Source: an optimization exercise on an open RTL-to-GDS flow (aim: small area, a short achievable clock period and few clock cycles per item). Production flows keep margins and buffers that such runs may drop.
The RTL was checked by simulation tests, not by an equivalence proof against the original design.

// ladder_lowpass_filter_core
module ladder_lowpass_filter_core #(
  parameter int SAMPLE_BITS    = llf_pkg::SAMPLE_BITS_DEF,
  parameter int COEF_FRAC_BITS = llf_pkg::COEF_FRAC_BITS_DEF
) (
  input  logic                              clk_i,
  input  logic                              rst_ni,
  input  logic                              cfg_we_i,
  input  logic [llf_pkg::CFG_ADDR_W-1:0]    cfg_addr_i,
  input  logic [llf_pkg::CFG_DATA_W-1:0]    cfg_wdata_i,
  input  logic                              s_axis_tvalid,
  output logic                              s_axis_tready,
  input  logic [((SAMPLE_BITS+7)/8)*8-1:0]  s_axis_tdata,   
  output logic                              m_axis_tvalid,
  input  logic                              m_axis_tready,
  output logic [((SAMPLE_BITS+7)/8)*8-1:0]  m_axis_tdata    
);
  localparam int TDATA_W = ((SAMPLE_BITS + 7) / 8) * 8;
  localparam logic signed [ACC_W-1:0] SMAX = 32'sh7FFFFFFF >>> (ACC_W - SAMPLE_BITS);
  localparam logic signed [ACC_W-1:0] SMIN = ~SMAX;
  logic [STAGE_GAIN_W-1:0]  stage_gain_q;
  logic [POLE_COEF_W-1:0]   pole_coef_q;
  logic [GAIN_FOURTH_W-1:0] gain_fourth_q;
  logic [RESONANCE_W-1:0]   resonance_q;
  logic [OUTPUT_NORM_W-1:0] output_norm_q;
  logic signed [31:0]            s1_q, s2_q, s3_q, s4_q;
  logic signed [31:0]            p_q, y_q, n_q;
  logic signed [33:0]            q_q;
  logic signed [SAMPLE_BITS-1:0] x_q;
  logic [57:0]                   ps_q, pc_q;
  logic [57:0]                   ps_d, pc_d;
  logic                          out_valid_q;
  logic [SAMPLE_BITS-1:0]        out_data_q;
  logic signed [31:0]            y_clamp;
  llf_pkg::llf_ctl1_t            ctl1;
  llf_pkg::llf_ctl2_t            ctl2;
  logic                          in_ready;
  logic                          in_acc;
  logic                          out_load;
  logic signed [31:0]            val;
  logic signed [25:0]            coef;
  logic signed [33:0]            tadd;
  logic signed [33:0]            ladd, ladd_q;
  logic [2:0]                    lsel;
  logic signed [31:0]            val_q;
  ...
Settings: LEC_CHECK=0, CAP_MARGIN=80, CORE_MARGIN=2, CORE_UTILIZATION=40, SLEW_MARGIN=80; clock period 16.0 ns.
run.sh (not shown) runs the stock make flow with config.mk's settings and CLKGATE_MAP_FILE= SYNTH_SCRIPT=/design/flow/synth_recipe.tcl, a recipe that flattens the netlist after the stock synthesis.
The starting point completed without violations.
Testbench counts at the start, summed over its fixed seeds: cycles 26,304, items 1,536.
Edit:
Settings changed: CAP_MARGIN 80 to 60, SLEW_MARGIN 80 to 60.
Synthesized cell count is unchanged. Setup slack improved by 0.53 ns. Maximum frequency grows by 9.3%. Routed wire length shrinks by about 2%. Die area is unchanged. Worst hold slack hardly moves. Cell area shrinks by about 10%.
Edit:
Settings changed: CAP_MARGIN 60 to 20, SLEW_MARGIN 60 to 20.
Outcome: The changed run ran to the end with no violations. Sequential cell count stays the same. Clock-buffer cell count decreases by 7. Worst hold slack hardly moves. Wire length fell by 0.33%. Final area went down by 1.4%.

* * *

the baseline:
Another version of the RTL of ladder_lowpass_filter_core (not shown whole).
For scale: about 640 flip-flops, about 83 I/O pins.
clock: 16.0 ns
lec_check: 0
abc_area: 1
cap_margin: 60
core_margin: 2
core_utilization: 40
slew_margin: 60
The baseline did not stop at any stage, and its layout met the timing, DRC and antenna checks.
Testbench counts of the baseline, summed over its fixed seeds: cycles 26,240, items 1,536.
The following lists how the candidate was set up differently from the baseline:
- a change of CORE_UTILIZATION from 40 to 55
## What came out
Reported for the candidate and the baseline, post-synthesis xor/xnor area fraction turned out identical to the last digit.
Final critical-path share of the clock period, the candidate and the baseline: higher on the candidate
The final critical delay including setup and external delays of the candidate is higher than that of the baseline.
Cmp the candidate and the baseline / final routed wirelength across all metal layers / higher: the candidate
Number of fill cells shrinks by more than a quarter when moving from the baseline to the candidate.
Comparing the candidate and the baseline, the lower cell area after layout was measured on the candidate.
Compared with the baseline, the candidate shows a share of the final layout cell area in sequential cells that is 0.19 points higher.
Cmp the candidate and the baseline / number of signal-net buffers in the layout / higher: the candidate
Looking at launch point of the worst path, the ladd_q[1] result is from the candidate; the ng_q[3] one comes from the baseline.
The candidate -> the baseline: via count of the first global-routing pass flat
Relative to the baseline, clock buffer count increased by 1.8% in the candidate.

==> static timing again, ports no longer ideal <==
How much do the figures lean on ideal ports? The routed layouts below were timed once more, with nothing changed but the port constraints.
Step 1, drivers: a clkbuf_16 drives clk_i and a buf_2 each remaining input, both assumed.
Step 2 also shifts input and output timing later by t, the mid clock arrival at the registers, as if the neighbouring blocks saw the same clock.
a / b / c = no drivers / after step 1 / after step 2; a / b = the first two.
run	shift t [ns]	slack for setup (ns)	worst hold slack (ns)
the first run of note 1	0.784	9.805 / 9.805 / 9.805	0.474 / 0.474 / 0.474
the second run of note 1	0.774	10.332 / 10.332 / 10.332	0.475 / 0.475 / 0.475
the third run of note 1	0.772	9.720 / 9.720 / 9.720	0.473 / 0.473 / 0.473
the baseline	0.760	10.990 / 10.990 / 10.990	0.466 / 0.466 / 0.466
the candidate	0.719	10.586 / 10.586 / 10.586	0.461 / 0.461 / 0.461
After both steps every run listed still meets setup and hold.
